From an optimization exercise on the open Yosys and OpenROAD flow, aimed at a short achievable clock period and few clock cycles; shortcuts taken in it are not production practice. No run shown here included a check of the RTL's function; only the layout flow was run. No activity file was given, so power comes from the tool's default toggle rates.

`flow/flow/run.sh`:
```
#!/bin/bash
set -euo pipefail
bash standard.sh SETUP_SLACK_MARGIN=6.0 finish > make.log 2>&1
```
`flow/standard.sh`:
```
#!/bin/bash
# synth_recipe.tcl (not shown) runs the flow's synth.tcl, then flattens the netlist and writes it again
# the make line also repeats each setting of config.mk as NAME=value (left out here)
make -C /OpenROAD-flow-scripts/flow DESIGN_CONFIG=/design/flow/config.mk WORK_HOME=/design/flow/orfs CLKGATE_MAP_FILE= SYNTH_SCRIPT=/design/flow/synth_recipe.tcl "${@:-finish}"
```
`flow/config.mk`:
```
export PLATFORM = sky130hd
export DESIGN_NAME = dma_top
export DESIGN_NICKNAME = dma_top
export VERILOG_FILES = /design/flow/design.v
export SDC_FILE = /design/flow/constraint.sdc
export NUM_CORES = 4
export LEC_CHECK = 0
export CAP_MARGIN = 20
export CORE_MARGIN = 2
export CORE_UTILIZATION = 60
export CTS_CLUSTER_DIAMETER = 80
export CTS_CLUSTER_SIZE = 24
export SLEW_MARGIN = 20
export TNS_END_PERCENT = 100
```
`flow/constraint.sdc`:
```
create_clock -name core_clock -period 9.0 [get_ports {clk_i}]
set_input_delay 1.8000 -clock core_clock [delete_from_list [all_inputs] [get_ports {clk_i}]]
set_output_delay 1.8000 -clock core_clock [all_outputs]
set_load 0.01 [all_outputs]
```
`flow/design.v`:
```
    localparam int ADDR_W     = 32;
    localparam int DATA_W     = 64;
    localparam int BEAT_BYTES = 8;
    localparam int REG_ADDR_W = 5;
    localparam logic [4:0] REG_SRC   = 5'h00;
    localparam logic [4:0] REG_DST   = 5'h08;
    localparam logic [4:0] REG_LEN   = 5'h10;
    localparam logic [4:0] REG_BURST = 5'h18;
    localparam logic [4:0] REG_CTRL  = 5'h1C;
    localparam int CTRL_START = 0;
    localparam int CTRL_DONE  = 1;
    localparam int CTRL_BUSY  = 2;
    localparam int FIFO_DEPTH = 24;
    localparam int FIFO_IDX_W = $clog2(FIFO_DEPTH);
    localparam int FREE_W     = FIFO_IDX_W + 1;
    localparam int BEATS_W    = 30;
`timescale 1ns/1ps
module dma_regs (
    input  logic        clk_i,
    input  logic        rst_i,
    input  logic        reg_en_i,
    input  logic        reg_we_i,
    input  logic [4:0]  reg_addr_i,
    input  logic [63:0] reg_wdata_i,
    input  logic        xfer_done_i,
    output logic [63:0] reg_rdata_o,
    output logic        start_o,
    output logic        busy_o,
    output logic [31:0] src_o,
    output logic [31:0] dst_o,
    output logic [31:0] len_o,
    output logic [7:0]  burst_o,
    output logic        done_o
);
    localparam int ADDR_W     = 32;
    localparam int DATA_W     = 64;
    localparam int BEAT_BYTES = 8;
    localparam int REG_ADDR_W = 5;
    localparam logic [4:0] REG_SRC   = 5'h00;
    localparam logic [4:0] REG_DST   = 5'h08;
    localparam logic [4:0] REG_LEN   = 5'h10;
    localparam logic [4:0] REG_BURST = 5'h18;
    localparam logic [4:0] REG_CTRL  = 5'h1C;
    localparam int CTRL_START = 0;
    localparam int CTRL_DONE  = 1;
    localparam int CTRL_BUSY  = 2;
    localparam int FIFO_DEPTH = 24;
    localparam int FIFO_IDX_W = $clog2(FIFO_DEPTH);
    localparam int FREE_W     = FIFO_IDX_W + 1;
    localparam int BEATS_W    = 30;
    logic [31:0] src_q;
    logic [31:0] dst_q;
    logic [31:0] len_q;
    logic [7:0]  burst_q;
    logic        start_q;
    logic        done_q;
    logic        busy_q;
    logic        wr_en;
    logic        start_wr;
    logic [63:0] ctrl_val;
    logic [63:0] rd_mux;
    assign wr_en    = reg_en_i && reg_we_i;
    assign start_wr = wr_en && (reg_addr_i == REG_CTRL) && reg_wdata_i[CTRL_START] && !busy_q;
    always_comb begin
        ctrl_val             = '0;
        ctrl_val[CTRL_START] = start_q;
        ctrl_val[CTRL_DONE]  = done_q;
        ctrl_val[CTRL_BUSY]  = busy_q;
    end
    always_comb begin
        case (reg_addr_i)
            REG_SRC:   rd_mux = 64'(src_q);
            REG_DST:   rd_mux = 64'(dst_q);
            REG_LEN:   rd_mux = 64'(len_q);
            REG_BURST: rd_mux = 64'(burst_q);
            REG_CTRL:  rd_mux = ctrl_val;
            default:   rd_mux = '0;
        endcase
    end
    always_ff @(posedge clk_i or negedge rst_i) begin
        if (!rst_i) begin
            src_q   <= '0;
            dst_q   <= '0;
            len_q   <= '0;
            burst_q <= '0;
            start_q <= 1'b0;
            done_q  <= 1'b0;
            busy_q  <= 1'b0;
        end else begin
            if (wr_en && !busy_q) begin
                case (reg_addr_i)
                    REG_SRC:   src_q   <= reg_wdata_i[ADDR_W-1:0];
                    REG_DST:   dst_q   <= reg_wdata_i[ADDR_W-1:0];
                    REG_LEN:   len_q   <= reg_wdata_i[31:0];
                    REG_BURST: burst_q <= reg_wdata_i[7:0];
                    default: ;
                endcase
            end
            if (start_wr) begin
                start_q <= 1'b1;
                busy_q  <= 1'b1;
                done_q  <= 1'b0;
            end else if (xfer_done_i) begin
                start_q <= 1'b0;
                busy_q  <= 1'b0;
                done_q  <= 1'b1;
            end
        end
    end
    always_ff @(posedge clk_i or negedge rst_i) begin
        if (!rst_i) begin
            reg_rdata_o <= '0;
        end else if (reg_en_i && !reg_we_i) begin
            reg_rdata_o <= rd_mux;
        end
    end
    assign start_o = start_wr;
    assign busy_o  = busy_q;
    assign src_o   = src_q;
    assign dst_o   = dst_q;
    assign len_o   = len_q;
    assign burst_o = burst_q;
    assign done_o  = done_q;
endmodule
`timescale 1ns/1ps
module dma_fifo (
    input  logic        clk_i,
    input  logic        rst_i,
    input  logic        push_i,
    input  logic [63:0] data_i,
    input  logic        pop_i,
    output logic [63:0] head_o,
    output logic        empty_o
);
    localparam int ADDR_W     = 32;
    localparam int DATA_W     = 64;
    localparam int BEAT_BYTES = 8;
    localparam int REG_ADDR_W = 5;
    localparam logic [4:0] REG_SRC   = 5'h00;
    localparam logic [4:0] REG_DST   = 5'h08;
    localparam logic [4:0] REG_LEN   = 5'h10;
    localparam logic [4:0] REG_BURST = 5'h18;
    localparam logic [4:0] REG_CTRL  = 5'h1C;
    localparam int CTRL_START = 0;
    localparam int CTRL_DONE  = 1;
    localparam int CTRL_BUSY  = 2;
    localparam int FIFO_DEPTH = 24;
    localparam int FIFO_IDX_W = $clog2(FIFO_DEPTH);
    localparam int FREE_W     = FIFO_IDX_W + 1;
    localparam int BEATS_W    = 30;
    logic [63:0]           mem_q [FIFO_DEPTH];
    logic [FIFO_DEPTH-1:0] wr_oh_q;
    logic [FIFO_DEPTH-1:0] rd_oh_q;
    logic [FREE_W-1:0]     count_q;
    logic                  empty_q;
    always_comb begin
        head_o = '0;
        for (int i = 0; i < FIFO_DEPTH; i++) begin
            head_o = head_o | (mem_q[i] & {64{rd_oh_q[i]}});
        end
    end
    assign empty_o = empty_q;
    always_ff @(posedge clk_i) begin
        for (int i = 0; i < FIFO_DEPTH; i++) begin
            if (wr_oh_q[i]) begin
                mem_q[i] <= data_i;
            end
        end
    end
    always_ff @(posedge clk_i or negedge rst_i) begin
        if (!rst_i) begin
            wr_oh_q <= FIFO_DEPTH'(1);
            rd_oh_q <= FIFO_DEPTH'(1);
            count_q <= '0;
            empty_q <= 1'b1;
        end else begin
            if (push_i) begin
                wr_oh_q <= {wr_oh_q[FIFO_DEPTH-2:0], wr_oh_q[FIFO_DEPTH-1]};
            end
            if (pop_i) begin
                rd_oh_q <= {rd_oh_q[FIFO_DEPTH-2:0], rd_oh_q[FIFO_DEPTH-1]};
            end
            case ({push_i, pop_i})
                2'b10: begin
                    count_q <= count_q + 1'b1;
                    empty_q <= 1'b0;
                end
                2'b01: begin
                    count_q <= count_q - 1'b1;
                    empty_q <= (count_q == FREE_W'(1));
                end
                default: ;
            endcase
        end
    end
endmodule
`timescale 1ns/1ps
module dma_read_engine (
    input  logic        clk_i,
    input  logic        rst_i,
    input  logic        busy_i,
    input  logic [31:0] src_i,
    input  logic [31:0] len_i,
    input  logic [7:0]  burst_i,
    input  logic        load_i,       
    input  logic        free_i,       
    output logic        avail_o,      
    output logic [31:0] addr_o,
    output logic [7:0]  beats_o,
    output logic [7:0]  first_beats_o
);
    localparam int ADDR_W     = 32;
    localparam int DATA_W     = 64;
    localparam int BEAT_BYTES = 8;
    localparam int REG_ADDR_W = 5;
    localparam logic [4:0] REG_SRC   = 5'h00;
    localparam logic [4:0] REG_DST   = 5'h08;
    localparam logic [4:0] REG_LEN   = 5'h10;
    localparam logic [4:0] REG_BURST = 5'h18;
    localparam logic [4:0] REG_CTRL  = 5'h1C;
    localparam int CTRL_START = 0;
    localparam int CTRL_DONE  = 1;
    localparam int CTRL_BUSY  = 2;
    localparam int FIFO_DEPTH = 24;
    localparam int FIFO_IDX_W = $clog2(FIFO_DEPTH);
    localparam int FREE_W     = FIFO_IDX_W + 1;
    localparam int BEATS_W    = 30;
    localparam int SL_W = BEATS_W + 1;
    logic [31:0]        addr_q;
    logic [31:0]        addr_nx_q;   
    logic [BEATS_W-1:0] left_q;      
    logic [SL_W-1:0]    l1_q;        
    logic [SL_W-1:0]    l2_q;        
    logic [4:0]         bmax_q;      
    logic [5:0]         bmax2_q;     
    logic [7:0]         taken_q;     
    logic [7:0]         given_q;     
    logic [7:0]         used;        
    logic [FREE_W-1:0]  free_q;      
    logic               prep_q;      
    logic               first_q;     
    logic               avail_q;
    logic [4:0]         bmax_cfg;
    logic [BEATS_W-1:0] beats_cfg;
    logic               full;        
    logic               more;        
    logic [4:0]         size;
    logic               take;
    logic               av_t0, av_t1, av_n0, av_n1;
    always_comb begin
        if (burst_i == 8'd0) begin
            bmax_cfg = 5'd1;
        end else if (burst_i > 8'd16) begin
            bmax_cfg = 5'd16;
        end else begin
            bmax_cfg = burst_i[4:0];
        end
    end
    assign beats_cfg = BEATS_W'(len_i[31:3]) + BEATS_W'(len_i[2:0] != 3'd0);
    always_comb begin
        if ((len_i[31:7] != '0) || ({1'b0, len_i[6:0]} > {bmax_cfg - 5'd1, 3'b000})) begin
            first_beats_o = 8'(bmax_cfg);
        end else begin
            first_beats_o = 8'(len_i[7:3]) + 8'(len_i[2:0] != 3'd0);
        end
    end
    assign full  = !l1_q[SL_W-1];
    assign more  = full && (l1_q != '0);
    assign size  = full ? bmax_q : left_q[4:0];
    assign avail_o = avail_q;
    assign addr_o  = addr_q;
    assign beats_o = 8'(size);
    assign take = load_i || first_q;
    assign used   = taken_q - given_q;
    assign free_q = FREE_W'(FIFO_DEPTH - 1) - FREE_W'(used);
    assign av_t0 = more && ({1'b0, free_q} >= (FREE_W+1)'(bmax2_q));
    assign av_t1 = more && ({1'b0, free_q} + 1'b1 >= (FREE_W+1)'(bmax2_q));
    assign av_n0 = (left_q != '0) && (free_q >= FREE_W'(size));
    assign av_n1 = (left_q != '0) && ({1'b0, free_q} + 1'b1 >= (FREE_W+1)'(size));
    always_ff @(posedge clk_i) begin
        if (!busy_i) begin
            addr_q  <= src_i;
            addr_nx_q <= src_i + {24'd0, bmax_cfg, 3'b000};
            left_q  <= beats_cfg;
            bmax_q  <= bmax_cfg;
            bmax2_q <= {bmax_cfg, 1'b0};
            taken_q <= '0;
            given_q <= '0;
        end else if (prep_q) begin
            l1_q <= SL_W'(left_q) - SL_W'(bmax_q);
            l2_q <= SL_W'(left_q) - SL_W'(bmax2_q);
        end else begin
            if (take) begin
                addr_q    <= addr_nx_q;
                addr_nx_q <= addr_nx_q + {24'd0, bmax_q, 3'b000};
                if (full) begin
                    left_q <= l1_q[BEATS_W-1:0];
                    l1_q   <= l2_q;
                    l2_q   <= l2_q - SL_W'(bmax_q);
                end else begin
                    left_q <= '0;
                    l1_q   <= {SL_W{1'b1}};
                    l2_q   <= {SL_W{1'b1}};
                end
            end
            if (take) begin
                taken_q <= taken_q + 8'(size);
            end
            if (free_i) begin
                given_q <= given_q + 1'b1;
            end
        end
    end
    always_ff @(posedge clk_i or negedge rst_i) begin
        if (!rst_i) begin
            prep_q  <= 1'b0;
            first_q <= 1'b0;
            avail_q <= 1'b0;
        end else if (!busy_i) begin
            prep_q  <= (len_i != '0);
            first_q <= 1'b0;
            avail_q <= 1'b0;
        end else if (prep_q) begin
            prep_q  <= 1'b0;
            first_q <= 1'b1;
            avail_q <= 1'b0;
        end else begin
            first_q <= 1'b0;
            case ({take, free_i})
                2'b10:   avail_q <= av_t0;
                2'b11:   avail_q <= av_t1;
                2'b01:   avail_q <= av_n1;
                default: avail_q <= av_n0;
            endcase
        end
    end
endmodule
`timescale 1ns/1ps
module dma_write_engine (
    input  logic        clk_i,
    input  logic        rst_i,
    input  logic        busy_i,
    input  logic [31:0] dst_i,
    input  logic [31:0] len_i,
    input  logic [7:0]  burst_i,
    input  logic        load_i,       
    input  logic        wr_pend_i,    
    input  logic        burst_end_i,  
    input  logic        bdone_i,
    output logic [31:0] addr_o,
    output logic        last_o,
    output logic        xfer_done_o
);
    localparam int ADDR_W     = 32;
    localparam int DATA_W     = 64;
    localparam int BEAT_BYTES = 8;
    localparam int REG_ADDR_W = 5;
    localparam logic [4:0] REG_SRC   = 5'h00;
    localparam logic [4:0] REG_DST   = 5'h08;
    localparam logic [4:0] REG_LEN   = 5'h10;
    localparam logic [4:0] REG_BURST = 5'h18;
    localparam logic [4:0] REG_CTRL  = 5'h1C;
    localparam int CTRL_START = 0;
    localparam int CTRL_DONE  = 1;
    localparam int CTRL_BUSY  = 2;
    localparam int FIFO_DEPTH = 24;
    localparam int FIFO_IDX_W = $clog2(FIFO_DEPTH);
    localparam int FREE_W     = FIFO_IDX_W + 1;
    localparam int BEATS_W    = 30;
    logic [31:0]        addr_q;
    logic [BEATS_W-1:0] left_q;      
    logic               left_one_q;  
    logic               left_zero_q; 
    logic [7:0]         b_q;         
    logic [7:0]         cnt_q;       
    logic [BEATS_W-1:0] iss_q;       
    logic [BEATS_W-1:0] ack_q;       
    logic [7:0]         b_cfg;
    logic [BEATS_W-1:0] beats_cfg;
    logic [BEATS_W-1:0] left_dec;
    logic               acked;       
    logic               acked1;      
    assign b_cfg     = (burst_i == 8'd0) ? 8'd1 : burst_i;
    assign beats_cfg = BEATS_W'(len_i[31:3]) + BEATS_W'(len_i[2:0] != 3'd0);
    assign left_dec  = left_q - 1'b1;
    assign addr_o = addr_q;
    assign last_o = (cnt_q == 8'd1) || left_one_q;
    assign acked  = (iss_q == ack_q);
    assign acked1 = (iss_q == ack_q + 1'b1);
    assign xfer_done_o = busy_i && left_zero_q && !wr_pend_i &&
                         (acked || (acked1 && bdone_i));
    always_ff @(posedge clk_i) begin
        if (!busy_i) begin
            addr_q       <= dst_i;
            left_q       <= beats_cfg;
            left_one_q   <= (len_i[31:4] == '0) && (len_i[3] ? (len_i[2:0] == 3'd0) : (len_i[2:0] != 3'd0));
            left_zero_q  <= (len_i == '0);
            b_q          <= b_cfg;
            cnt_q        <= b_cfg;
            iss_q        <= '0;
            ack_q        <= '0;
        end else begin
            if (load_i) begin
                addr_q      <= addr_q + 32'(BEAT_BYTES);
                left_q      <= left_dec;
                left_one_q  <= (left_q == BEATS_W'(2));
                left_zero_q <= left_one_q;
                cnt_q       <= (cnt_q == 8'd1) ? b_q : (cnt_q - 1'b1);
            end
            if (burst_end_i) begin
                iss_q <= iss_q + 1'b1;
            end
            if (bdone_i) begin
                ack_q <= ack_q + 1'b1;
            end
        end
    end
endmodule
`timescale 1ns/1ps
module dma_bus_arbiter (
    input  logic        clk_i,
    input  logic        rst_i,
    input  logic        busy_i,
    input  logic        start_i,
    input  logic [31:0] src_i,
    input  logic [7:0]  first_beats_i,
    input  logic        first_valid_i,
    input  logic        rd_avail_i,
    input  logic [31:0] rd_addr_i,
    input  logic [7:0]  rd_beats_i,
    input  logic        wr_avail_i,
    input  logic [31:0] wr_addr_i,
    input  logic [63:0] wr_wdata_i,
    input  logic        wr_last_i,
    input  logic        mem_gnt_i,
    output logic        rd_load_o,
    output logic        wr_load_o,
    output logic        wr_pend_o,
    output logic        burst_end_o,
    output logic        mem_req_o,
    output logic        mem_we_o,
    output logic [31:0] mem_addr_o,
    output logic [63:0] mem_wdata_o,
    output logic [7:0]  mem_beats_o,
    output logic        mem_last_o
);
    localparam int ADDR_W     = 32;
    localparam int DATA_W     = 64;
    localparam int BEAT_BYTES = 8;
    localparam int REG_ADDR_W = 5;
    localparam logic [4:0] REG_SRC   = 5'h00;
    localparam logic [4:0] REG_DST   = 5'h08;
    localparam logic [4:0] REG_LEN   = 5'h10;
    localparam logic [4:0] REG_BURST = 5'h18;
    localparam logic [4:0] REG_CTRL  = 5'h1C;
    localparam int CTRL_START = 0;
    localparam int CTRL_DONE  = 1;
    localparam int CTRL_BUSY  = 2;
    localparam int FIFO_DEPTH = 24;
    localparam int FIFO_IDX_W = $clog2(FIFO_DEPTH);
    localparam int FREE_W     = FIFO_IDX_W + 1;
    localparam int BEATS_W    = 30;
    logic        req_q;
    logic        we_q;
    logic [31:0] addr_q;
    logic [7:0]  beats_q;
    logic [63:0] wdata_q;
    logic        last_q;
    logic        want;
    logic        rd_g, rd_ng, wr_g, wr_ng;
    logic        load;
    assign want  = rd_avail_i || wr_avail_i;
    assign rd_g  = busy_i && rd_avail_i;
    assign rd_ng = rd_g && !req_q;
    assign wr_g  = busy_i && !rd_avail_i && wr_avail_i;
    assign wr_ng = wr_g && !req_q;
    assign rd_load_o = (mem_gnt_i && rd_g) || rd_ng;
    assign wr_load_o = (mem_gnt_i && wr_g) || wr_ng;
    assign load      = !busy_i || rd_load_o || wr_load_o;
    assign wr_pend_o   = req_q && we_q;
    assign burst_end_o = req_q && we_q && last_q && mem_gnt_i;
    assign mem_req_o   = req_q;
    assign mem_we_o    = we_q;
    assign mem_addr_o  = addr_q;
    assign mem_wdata_o = wdata_q;
    assign mem_beats_o = beats_q;
    assign mem_last_o  = last_q;
    always_ff @(posedge clk_i or negedge rst_i) begin
        if (!rst_i) begin
            req_q <= 1'b0;
        end else if (!busy_i) begin
            req_q <= start_i && first_valid_i;
        end else begin
            req_q <= (busy_i && want) || (req_q && !mem_gnt_i);
        end
    end
    always_ff @(posedge clk_i or negedge rst_i) begin
        if (!rst_i) begin
            we_q    <= 1'b0;
            addr_q  <= '0;
            beats_q <= '0;
            last_q  <= 1'b0;
            wdata_q <= '0;
        end else begin
            if (load) begin
                if (!busy_i) begin
                    we_q    <= 1'b0;
                    addr_q  <= src_i;
                    beats_q <= first_beats_i;
                    last_q  <= 1'b0;
                end else if (rd_avail_i) begin
                    we_q    <= 1'b0;
                    addr_q  <= rd_addr_i;
                    beats_q <= rd_beats_i;
                    last_q  <= 1'b0;
                end else begin
                    we_q    <= 1'b1;
                    addr_q  <= wr_addr_i;
                    beats_q <= 8'd1;
                    last_q  <= wr_last_i;
                end
            end
            if (wr_load_o) begin
                wdata_q <= wr_wdata_i;
            end
        end
    end
endmodule
`timescale 1ns/1ps
module dma_top (
    input  logic        clk_i,
    input  logic        rst_i,
    input  logic        reg_en_i,
    input  logic        reg_we_i,
    input  logic [4:0]  reg_addr_i,
    input  logic [63:0] reg_wdata_i,
    output logic [63:0] reg_rdata_o,
    input  logic        mem_gnt_i,
    input  logic        mem_rvalid_i,
    input  logic [63:0] mem_rdata_i,
    input  logic        mem_bdone_i,
    output logic        mem_req_o,
    output logic        mem_we_o,
    output logic [31:0] mem_addr_o,
    output logic [63:0] mem_wdata_o,
    output logic [7:0]  mem_beats_o,
    output logic        mem_last_o,
    output logic        done_o
);
    localparam int ADDR_W     = 32;
    localparam int DATA_W     = 64;
    localparam int BEAT_BYTES = 8;
    localparam int REG_ADDR_W = 5;
    localparam logic [4:0] REG_SRC   = 5'h00;
    localparam logic [4:0] REG_DST   = 5'h08;
    localparam logic [4:0] REG_LEN   = 5'h10;
    localparam logic [4:0] REG_BURST = 5'h18;
    localparam logic [4:0] REG_CTRL  = 5'h1C;
    localparam int CTRL_START = 0;
    localparam int CTRL_DONE  = 1;
    localparam int CTRL_BUSY  = 2;
    localparam int FIFO_DEPTH = 24;
    localparam int FIFO_IDX_W = $clog2(FIFO_DEPTH);
    localparam int FREE_W     = FIFO_IDX_W + 1;
    localparam int BEATS_W    = 30;
    logic        start;
    logic        busy;
    logic [31:0] src;
    logic [31:0] dst;
    logic [31:0] len;
    logic [7:0]  burst;
    logic        xfer_done;
    logic        push;
    logic        pop;
    logic [63:0] head;
    logic        fifo_empty;
    logic        rd_avail;
    logic [31:0] rd_addr;
    logic [7:0]  rd_beats;
    logic [7:0]  first_beats;
    logic        rd_load;
    logic        wr_load;
    logic        wr_pend;
    logic        burst_end;
    logic        wr_avail;
    logic [31:0] wr_addr;
    logic [63:0] wr_wdata;
    logic        wr_last;
    dma_regs u_regs (
        .clk_i       (clk_i),
        .rst_i       (rst_i),
        .reg_en_i    (reg_en_i),
        .reg_we_i    (reg_we_i),
        .reg_addr_i  (reg_addr_i),
        .reg_wdata_i (reg_wdata_i),
        .xfer_done_i (xfer_done),
        .reg_rdata_o (reg_rdata_o),
        .start_o     (start),
        .busy_o      (busy),
        .src_o       (src),
        .dst_o       (dst),
        .len_o       (len),
        .burst_o     (burst),
        .done_o      (done_o)
    );
    assign wr_avail = !fifo_empty || mem_rvalid_i;
    assign wr_wdata = fifo_empty ? mem_rdata_i : head;
    assign push     = busy && mem_rvalid_i;
    assign pop      = wr_load;
    dma_fifo u_fifo (
        .clk_i   (clk_i),
        .rst_i   (rst_i),
        .push_i  (push),
        .data_i  (mem_rdata_i),
        .pop_i   (pop),
        .head_o  (head),
        .empty_o (fifo_empty)
    );
    dma_read_engine u_read (
        .clk_i         (clk_i),
        .rst_i         (rst_i),
        .busy_i        (busy),
        .src_i         (src),
        .len_i         (len),
        .burst_i       (burst),
        .load_i        (rd_load),
        .free_i        (wr_load),
        .avail_o       (rd_avail),
        .addr_o        (rd_addr),
        .beats_o       (rd_beats),
        .first_beats_o (first_beats)
    );
    dma_write_engine u_write (
        .clk_i       (clk_i),
        .rst_i       (rst_i),
        .busy_i      (busy),
        .dst_i       (dst),
        .len_i       (len),
        .burst_i     (burst),
        .load_i      (wr_load),
        .wr_pend_i   (wr_pend),
        .burst_end_i (burst_end),
        .bdone_i     (mem_bdone_i),
        .addr_o      (wr_addr),
        .last_o      (wr_last),
        .xfer_done_o (xfer_done)
    );
    dma_bus_arbiter u_arb (
        .clk_i         (clk_i),
        .rst_i         (rst_i),
        .busy_i        (busy),
        .start_i       (start),
        .src_i         (src),
        .first_beats_i (first_beats),
        .first_valid_i (len != '0),
        .rd_avail_i    (rd_avail),
        .rd_addr_i     (rd_addr),
        .rd_beats_i    (rd_beats),
        .wr_avail_i    (wr_avail),
        .wr_addr_i     (wr_addr),
        .wr_wdata_i    (wr_wdata),
        .wr_last_i     (wr_last),
        .mem_gnt_i     (mem_gnt_i),
        .rd_load_o     (rd_load),
        .wr_load_o     (wr_load),
        .wr_pend_o     (wr_pend),
        .burst_end_o   (burst_end),
        .mem_req_o     (mem_req_o),
        .mem_we_o      (mem_we_o),
        .mem_addr_o    (mem_addr_o),
        .mem_wdata_o   (mem_wdata_o),
        .mem_beats_o   (mem_beats_o),
        .mem_last_o    (mem_last_o)
    );
endmodule
```
==> results of run 1 <==
[final timing paths]
path                                          startpoint                             end  slack, ps
min in group asynchronous                          rst_i   u_fifo.count_q[0]$_DFFE_PN0P_       1030
hold reg to reg            u_arb.wdata_q[58]$_DFFE_PN0P_   u_arb.wdata_q[58]$_DFFE_PN0P_        480
setup / recovery           u_arb.wdata_q[28]$_DFFE_PN0P_                 mem_wdata_o[28]       5750
setup reg to reg           u_regs.burst_q[7]$_DFFE_PN0P_  u_read.addr_nx_q[27]$_DFFE_PP_       5770
max in group asynchronous                          rst_i   u_arb.wdata_q[36]$_DFFE_PN0P_       6280
hold / removal             u_arb.wdata_q[58]$_DFFE_PN0P_   u_arb.wdata_q[58]$_DFFE_PN0P_        480
[worst register-to-register path, cell delays in order, from the launching register on]
cell and delay (ps):
dfrtp_2 440, nor4_4 310, buf_4 180, o21ai_4 70, inv_2 110, ha_4 140
inv_2 40, fa_2 400, nor2b_4 120, o21ai_2 60, a21boi_1 120, buf_4 180
o2111ai_4 160, buf_12 190, buf_6 140, nor2_4 90, xnor2_2 110, mux2i_1 100
[synth_stat cells (79+ instances only)]
library cell / n / area, um2
a21oi_1: 211 / 1060
a221oi_1: 259 / 2270
a22o_1: 302 / 2650
a22oi_1: 150 / 1130
clkbuf_1: 295 / 1110
dfrtp_1: 298 / 7460
edfxtp_1: 1777 / 53400
ha_1: 79 / 988
mux2_2: 159 / 1790
mux2i_1: 84 / 841
nand2_1: 386 / 1450
nand3_1: 83 / 415
nand4_1: 187 / 1170
nor2_1: 283 / 1060
o21ai_0: 214 / 1070
xnor2_1: 171 / 1500
xor2_1: 142 / 1240
[flip-flops by register name, indices dropped and copies added, names as in the netlist, 24 cells and up]
register / count
u_fifo.rd_oh_q: 24
u_write.addr_q: 32
u_regs.reg_rdata_o: 32
u_regs.len_q: 32
u_regs.src_q: 32
u_arb.wdata_q: 64
u_fifo.mem_q: 1536
u_fifo.wr_oh_q: 24
u_read.left_q: 30
u_read.addr_nx_q: 32
u_write.left_q: 30
u_read.addr_q: 32
u_arb.addr_q: 32
u_write.ack_q: 30
u_read.l1_q: 31
u_read.l2_q: 31
u_regs.dst_q: 32
u_write.iss_q: 30
[layer usage]
layer | global-route usage (%) | share of wire, % | vias up
met1 | 49.7 | 39 | 29300
li1 | - | - | 23900
met4 | 11.7 | 3.8 | 8
met3 | 4.53 | 9.3 | 501
met2 | 57.3 | 48 | 3208
met5 | 0 | 0.017 | -
[layout make-up]
| class | count | area [um2] |
|---|---|---|
| fillers | 10300 | 47800 |
| clock buffers | 165 | 2950 |
| well taps | 1917 | 2400 |
| multi-input cells | 3351 | 24300 |
| diodes | 9 | 22.5 |
| repair buffers | 517 | 4500 |
| clock inverters | 37 | 519 |
| flip-flops and latches | 2150 | 62600 |
| inverters | 78 | 309 |
[per-stage QoR]
stage / util [%] / setup WS [ps]
6_report: 67.1 / 5750
5_1_grt: 67.1 / 5660
4_1_cts: 66.4 / 5720
3_5_place_dp: 63.2 / 4180
3_3_place_gp: 63.2 / 4240
2_1_floorplan: - / 4980
[layout by cell type, fill, tap and decap left out, types with 62 or more instances in the layout]
cell type and instances:
a221oi_1 259, clkdlybuf4s50_1 98, o21ai_0 198, dfxtp_1 62, edfxtp_1 1777, buf_2 92
xor2_1 140, nor2_1 273, nand4_1 187, a22o_1 302, clkbuf_16 109, xnor2_1 166
a222oi_1 64, a21oi_1 201, buf_6 66, mux2_2 159, a22oi_1 150, nand2_1 380
inv_1 67, o22ai_1 67, buf_4 231, dfrtp_1 232, nand3_1 79, ha_1 71
mux2i_1 83
[power groups by stage]
stage | clock [mW] | sequential (mW) | combinational [mW]
2_1_floorplan | 0 | 11.6 | 1.51
3_3_place_gp | 0 | 11.7 | 2.33
3_5_place_dp | 0 | 11.7 | 2.37
4_1_cts | 5.79 | 11.5 | 2.76
5_1_grt | 6.10 | 11.5 | 3.22
6_report | 5.74 | 11.5 | 2.94
[cell families after synthesis]
group,count (synthesis),share of synthesized area (%)
other,1,0.00428
AOI/OAI and AO/OA,1391,11.6
buffers and inverters,497,2.31
and+or+nand+nor,1272,7.26
xor gates and xnor gates,313,3.13
DFF,2150,71.2
adders and majority gates,86,1.29
muxes,251,3.21
[what timing repair did]
item	in CTS	in global routing
endpoints found under the setup margin	697	335
hold buffers	0	0
resized for setup	766	111
hold endpoints to repair	0	0
pin swaps	44	46
gates cloned	12	1
setup buffers	99	65
==> reports/results.tsv, run 1 <==
stage	metric	value	unit
detailed_routing	DRC violations left	0	
critical_path	critical path startpoint category	flip-flop	
placed_design	port bufs	245	
cts	TritonCTS buffer count	108	
global_route	grt total ovfl	0	
flow_run	max-cap check violation count	0	
floorplanning	initial core utilization	60.3	%
power_and_ir_drop	Clock Power Share	28.5	%
sta	Slew HR	19.7	%
sta	FMAX	308	MHz
floorplanning	chip height	386	um
floorplanning	# rows	140	
cts	CTS max path bufs	3	
sta	Final Hold Viols	0	
global_route	initial antenna violation count	15	
detailed_routing	initial DRC count	7107	
detailed_routing	Via Count	56800	
global_route	Total GRT Usage	35.2	%
synth	syn avg cell area	14.7	um2
floorplanning	io pins	312	
synth	Main synth FF type	edfxtp_1	
synth	Cells after Synth	5961	
power_and_ir_drop	Seq pwr share	56.9	%
synth	Post-Syn Area	0.0876	mm2
critical_path	CP bufs+invs	1	
global_route	pin count of the biggest net entering global routing	76	
global_route	vias in the first global route	53600	
detailed_routing	wire per inst	32.3	um
critical_path	crit end category	output port	
critical_path	Critical Path Stages	1	
sta	Min Hold Slack	481	ps
critical_path	crit path max fanout	2	
floorplanning	die area	0.149	mm2
critical_path	crit-path leading delay family	flip-flops	
critical_path	crit-path cells	buf_6	
sta	Layout Skew	64.7	ps
power_and_ir_drop	leakage	33.2	nW
floorplanning	Horiz. Die Dim	386	um
power_and_ir_drop	total chip power	20.2	mW
critical_path	slowest CP cell	dfrtp_2	
critical_path	Max stage delay on crit path	500	ps
critical_path	reg2reg path depth	17	
cts	Skew-Pair Late Insertion Delay	790	ps
synth	sequential area share after synthesis	71.2	%
finish	final non-filler cell area	0.0976	mm2
sta	RSZ-0062 raised after global routing	true	
sta	Setup Total Neg Slack	0	ps
cts	clock root buffer	clkbuf_16	
power_and_ir_drop	Net Sw Frac	25.7	%
critical_path	Crit Path Category	reg2out	
cts	TritonCTS clock tree	built	
detailed_routing	Via-to-Cell Ratio	6.91	
cts	CTS sink cnt	2150	
finish	share of cells above drive strength 1	15.1	%
power_and_ir_drop	worst vdd ir	207	uV
cts	H-Tree Depth	3	
sta	Final setup viols	0	
min_path	Tightest Hold Check Type	reg2reg	
status	status	no timing/DRC/antenna violations	
detailed_routing	DRT Wirelength	266000	um
synth	unique cell type count in the Yosys netlist	84	
cts	Worst-path clk slew	100	ps
synth	fraction of registers with async set/reset	14.0	%
sta	Final Cycle Share	36.1	%
finish	fin cells	8224	
critical_path	crit path DAT	1450	ps
critical_path	Critical Path RT	7200	ps
finish	fin nets	6432	
sta	worst slew pin tran	1200	ps
placed_design	Cells after DPL	7836	
global_route	global-route wire length before repair	379000	um
synth	Yosys Warn Count	6	
power_and_ir_drop	P_sw	5.19	mW
detailed_routing	Routed Antenna Nets	0	
placed_design	gpl congestion	0.884	
synth	Post-synth EDFFs	1777	
sta	Final Critical Period	3250	ps
floorplanning	core footprint	0.145	mm2
power_and_ir_drop	total power per unit cell area	207	mW/mm2
power_and_ir_drop	Gate power share	14.6	%
finish	synthesis-to-layout area growth	11.4	%
min_path	hold path cells	2	
synth	Yosys reg bits	2150	
detailed_routing	detailed-router iteration count before antenna repair	8	
power_and_ir_drop	Int Power	15.0	mW
placed_design	DP Area	0.0919	mm2
sta	Max Slew Vio Count	0	
placed_design	dpl hpwl	141000	um
==> inputs of run 2 (changes only) <==
==> flow/flow/run.sh (replaced) <==
#!/bin/bash
set -euo pipefail
bash standard.sh SETUP_SLACK_MARGIN=6.0 MATCH_CELL_FOOTPRINT=0 "BUFFER_PORTS_ARGS=-buffer_cell sky130_fd_sc_hd__buf_4" finish > make.log 2>&1
--- a/flow/config.mk
+++ b/flow/config.mk
@@ -9,6 +9,4 @@
 export CORE_MARGIN = 2
 export CORE_UTILIZATION = 60
-export CTS_CLUSTER_DIAMETER = 80
-export CTS_CLUSTER_SIZE = 24
 export SLEW_MARGIN = 20
 export TNS_END_PERCENT = 100
==> run 2 against run 1 <==
  * First-iteration DRC count is 8.9% lower
  * Register-to-register slack barely moved
  * Critical path type unchanged
  * Worst hold slack gained 4.4 ps
  * Global-route usage grew 0.63 points
  * Sequential cell count stayed put
  * Setup slack worse by 73 ps
  * Largest cell class unchanged
  * Via count is 0.65% higher
  * Maximum frequency decreased by 2.2%
  * Clock power up 56%
==> reports/results.tsv, run 2 <==
stage	metric	value	unit
status	status	no timing/DRC/antenna violations	
detailed_routing	DRC violations left	0	
detailed_routing	initial DRC count	6477	
finish	fin nets	6526	
synth	synth top area cells	edfxtp_1 61%, dfrtp_1 8.5%, a22o_1 3.0%	
synth	most common cell in the netlist	edfxtp_1	
detailed_routing	Routed Antenna Nets	0	
floorplanning	core footprint	0.145	mm2
critical_path	crit-path cells	buf_6	
placed_design	port bufs	245	
floorplanning	Horiz. Die Dim	386	um
sta	RSZ-0062 raised after global routing	true	
cts	TritonCTS buffer count	210	
floorplanning	die area	0.149	mm2
critical_path	crit path max fanout	2	
flow_run	max-cap check violation count	0	
global_route	pin count of the biggest net entering global routing	124	
floorplanning	chip height	386	um
cts	CTS sink cnt	2150	
synth	fraction of registers with async set/reset	14.0	%
min_path	hold path cells	1	
min_path	Hold Startpoint	u_fifo.count_q[5]$_DFFE_PN0P_	
floorplanning	# rows	140	
critical_path	slowest CP cell	dfrtp_4	
placed_design	DP Area	0.0912	mm2
power_and_ir_drop	Int Power	17.6	mW
critical_path	reg2reg setup slack	5770	ps
power_and_ir_drop	Clock Power Share	38.1	%
synth	Cells after Synth	5961	
critical_path	crit-path leading delay family	flip-flops	
synth	sequential area share after synthesis	71.2	%
power_and_ir_drop	Seq pwr share	49.1	%
sta	FMAX	301	MHz
power_and_ir_drop	Net Sw Frac	25.1	%
cts	clock root buffer	clkbuf_16	
power_and_ir_drop	total power per unit cell area	232	mW/mm2
detailed_routing	Via Count	57200	
critical_path	Critical Path Stages	1	
critical_path	Crit Path Category	reg2out	
global_route	initial antenna violation count	13	
synth	unique cell type count in the Yosys netlist	84	
detailed_routing	detailed-router iteration count before antenna repair	6	
critical_path	crit path DAT	1520	ps
synth	Yosys reg bits	2150	
finish	commonest non-fill, non-tap cells in the layout	1777 x edfxtp_1, 383 x nand2_1, 317 x buf_4	
finish	max reg flops	1536	
cts	H-Tree Depth	4	
detailed_routing	DRT Wirelength	270000	um
sta	Layout Skew	49.0	ps
cts	Skew-Pair Late Insertion Delay	880	ps
cts	CTS max path bufs	3	
finish	share of cells above drive strength 1	18.6	%
finish	Largest Register	u_fifo.mem_q	
sta	Slew HR	20.3	%
sta	worst slew pin tran	1200	ps
sta	Final setup viols	0	
critical_path	Max stage delay on crit path	530	ps
synth	dominant cell type by area after synthesis	edfxtp_1	
floorplanning	initial core utilization	60.3	%
finish	commonest non-fill, non-tap cell in the layout	edfxtp_1	
min_path	WHS Endpoint	u_fifo.count_q[5]$_DFFE_PN0P_	
global_route	vias in the first global route	54800	
critical_path	critical path startpoint category	flip-flop	
floorplanning	io pins	312	
critical_path	FF-to-FF Start	u_regs.burst_q[5]$_DFFE_PN0P_	
synth	most instantiated cells after synthesis	1777 x edfxtp_1, 386 x nand2_1, 302 x a22o_1	
placed_design	dpl hpwl	140000	um
cts	TritonCTS clock tree	built	
synth	syn avg cell area	14.7	um2
critical_path	RR Endpoint	u_read.addr_nx_q[31]$_DFFE_PP_	
min_path	Tightest Hold Check Type	reg2reg	
global_route	Total GRT Usage	35.8	%
sta	Final Cycle Share	36.9	%
detailed_routing	wire per inst	32.0	um
sta	Final Hold Viols	0	
detailed_routing	Via-to-Cell Ratio	6.80	
synth	Post-synth EDFFs	1777	
sta	Max Slew Vio Count	0	
synth	top-area cell type share of the netlist area	60.9	%
synth	Yosys Warn Count	6	
finish	synthesis-to-layout area growth	15.6	%
critical_path	CP bufs+invs	1	
sta	Setup Total Neg Slack	0	ps
placed_design	gpl congestion	0.848	
power_and_ir_drop	P_sw	5.88	mW
global_route	global-route wire length before repair	384000	um
power_and_ir_drop	worst vdd ir	202	uV
critical_path	reg2reg path depth	15	
finish	final non-filler cell area	0.101	mm2
synth	Main synth FF type	edfxtp_1	
critical_path	Critical Path RT	7200	ps
finish	Filler cells	9866	
cts	Worst-path clk slew	60	ps
finish	Largest regs	u_fifo.mem_q (1536), u_arb.wdata_q (64)	
power_and_ir_drop	Gate power share	12.8	%
power_and_ir_drop	leakage	35.0	nW
sta	Final Critical Period	3320	ps
synth	Post-Syn Area	0.0876	mm2
global_route	grt total ovfl	0	
critical_path	crit end category	output port	
run 2: cell counts after synthesis:
No cell type changed its count.
run 2: how the worst max path moves through the flow:
stage,from,to,slack (ps)
after detailed placement,mem_gnt_i,u_fifo.count_q[5]$_DFFE_PN0P_,3700
after global placement,mem_gnt_i,u_fifo.count_q[5]$_DFFE_PN0P_,3730
after floorplan,mem_gnt_i,u_read.addr_nx_q[10]$_DFFE_PP_,4980
final,u_regs.done_q$_DFFE_PN0P_,done_o,5680
after global routing,u_regs.done_q$_DFFE_PN0P_,done_o,5640
after CTS,u_regs.done_q$_DFFE_PN0P_,done_o,5630
run 2: power by group through the flow:
| stage | sequential, mW | clock [mW] | combinational, mW |
|---|---|---|---|
| global placement | 11.7 | 0 | 2.27 |
| finish | 11.5 | 8.94 | 3.00 |
| floorplan | 11.6 | 0 | 1.51 |
| CTS | 11.5 | 8.99 | 2.87 |
| detailed placement | 11.7 | 0 | 2.34 |
| global route | 11.5 | 9.38 | 3.29 |
run 2: stage by stage:
stage / instances / hold slack (ps) / setup slack (ps) / total power [mW] / util, %
3_5_place_dp: 7824 / 471 / 3700 / 14.0 / 62.8
3_3_place_gp: 7823 / 463 / 3730 / 14.0 / 62.7
4_1_cts: 8340 / 484 / 5630 / 23.4 / 69.0
2_1_floorplan: 5994 / 447 / 4980 / 13.1 / -
5_1_grt: 8411 / 507 / 5640 / 24.2 / 69.6
6_report: 8411 / 485 / 5680 / 23.5 / 69.6
run 2: per-layer routing:
metal  track usage, %  routed length, um  up-vias
li1                 -                  -    24100
met1             48.3             102000    29200
met2             58.6             131000     3196
met3             5.89              25600      614
met4             14.4              11500        8
met5                0                 57        -
run 2: cell type report:
cell class                 count  area (um2)  area share (%)
inverter                      78         312           0.308
clock buffer                 272        5660            5.59
tap                         1917        2400            2.37
multi-input combinational   3350       24100            23.8
antenna                        7        17.5          0.0173
sequential                  2150       62600            61.8
timing repair buffer         510        4750            4.69
clock inverter               127        1400            1.38
run 2: cell families after synthesis:
| kind of cell | count (synthesis) | synth area share, % |
|---|---|---|
| DFF | 2150 | 71.2 |
| AOI/OAI and AO/OA | 1391 | 11.6 |
| and+or+nand+nor | 1272 | 7.26 |
| buffers and inverters | 497 | 2.31 |
| xor gates and xnor gates | 313 | 3.13 |
| muxes | 251 | 3.21 |
| adders and majority gates | 86 | 1.29 |
| other | 1 | 0.00428 |
run 2: what timing repair did:
item	CTS	global route
setup endpoints to repair	562	451
pin swaps	37	43
buffers inserted	111	63
gates resized for setup	281	105
gates cloned	6	1
hold buffers	0	0

[port drivers added, routing unchanged]
How much do the figures lean on ideal ports? The routed layouts below were timed once more, with nothing changed but the port constraints.
Step 1 sets driving cells, clkbuf_16 on the clock port and buf_2 on the other inputs (assumed; they add their load-dependent delay and slew).
Step 2 also shifts input and output timing later by t, the mid clock arrival at the registers, as if the neighbouring blocks saw the same clock.
Three values: ideal ports, drivers, drivers and shift; two values: the first two.
run	t, ns	setup WS [ns]	worst data-port slew with drivers (ns)	cell pins on the clock port's net
run 1	0.843	5.754 / 5.670 / 5.134	0.18	1
run 2	0.935	5.681 / 5.599 / 5.090	0.19	1
After both steps every run listed still meets setup and hold. The setup slack of run 1, which loses most, moves by -0.084 ns with the drivers and by -0.620 ns with both steps.
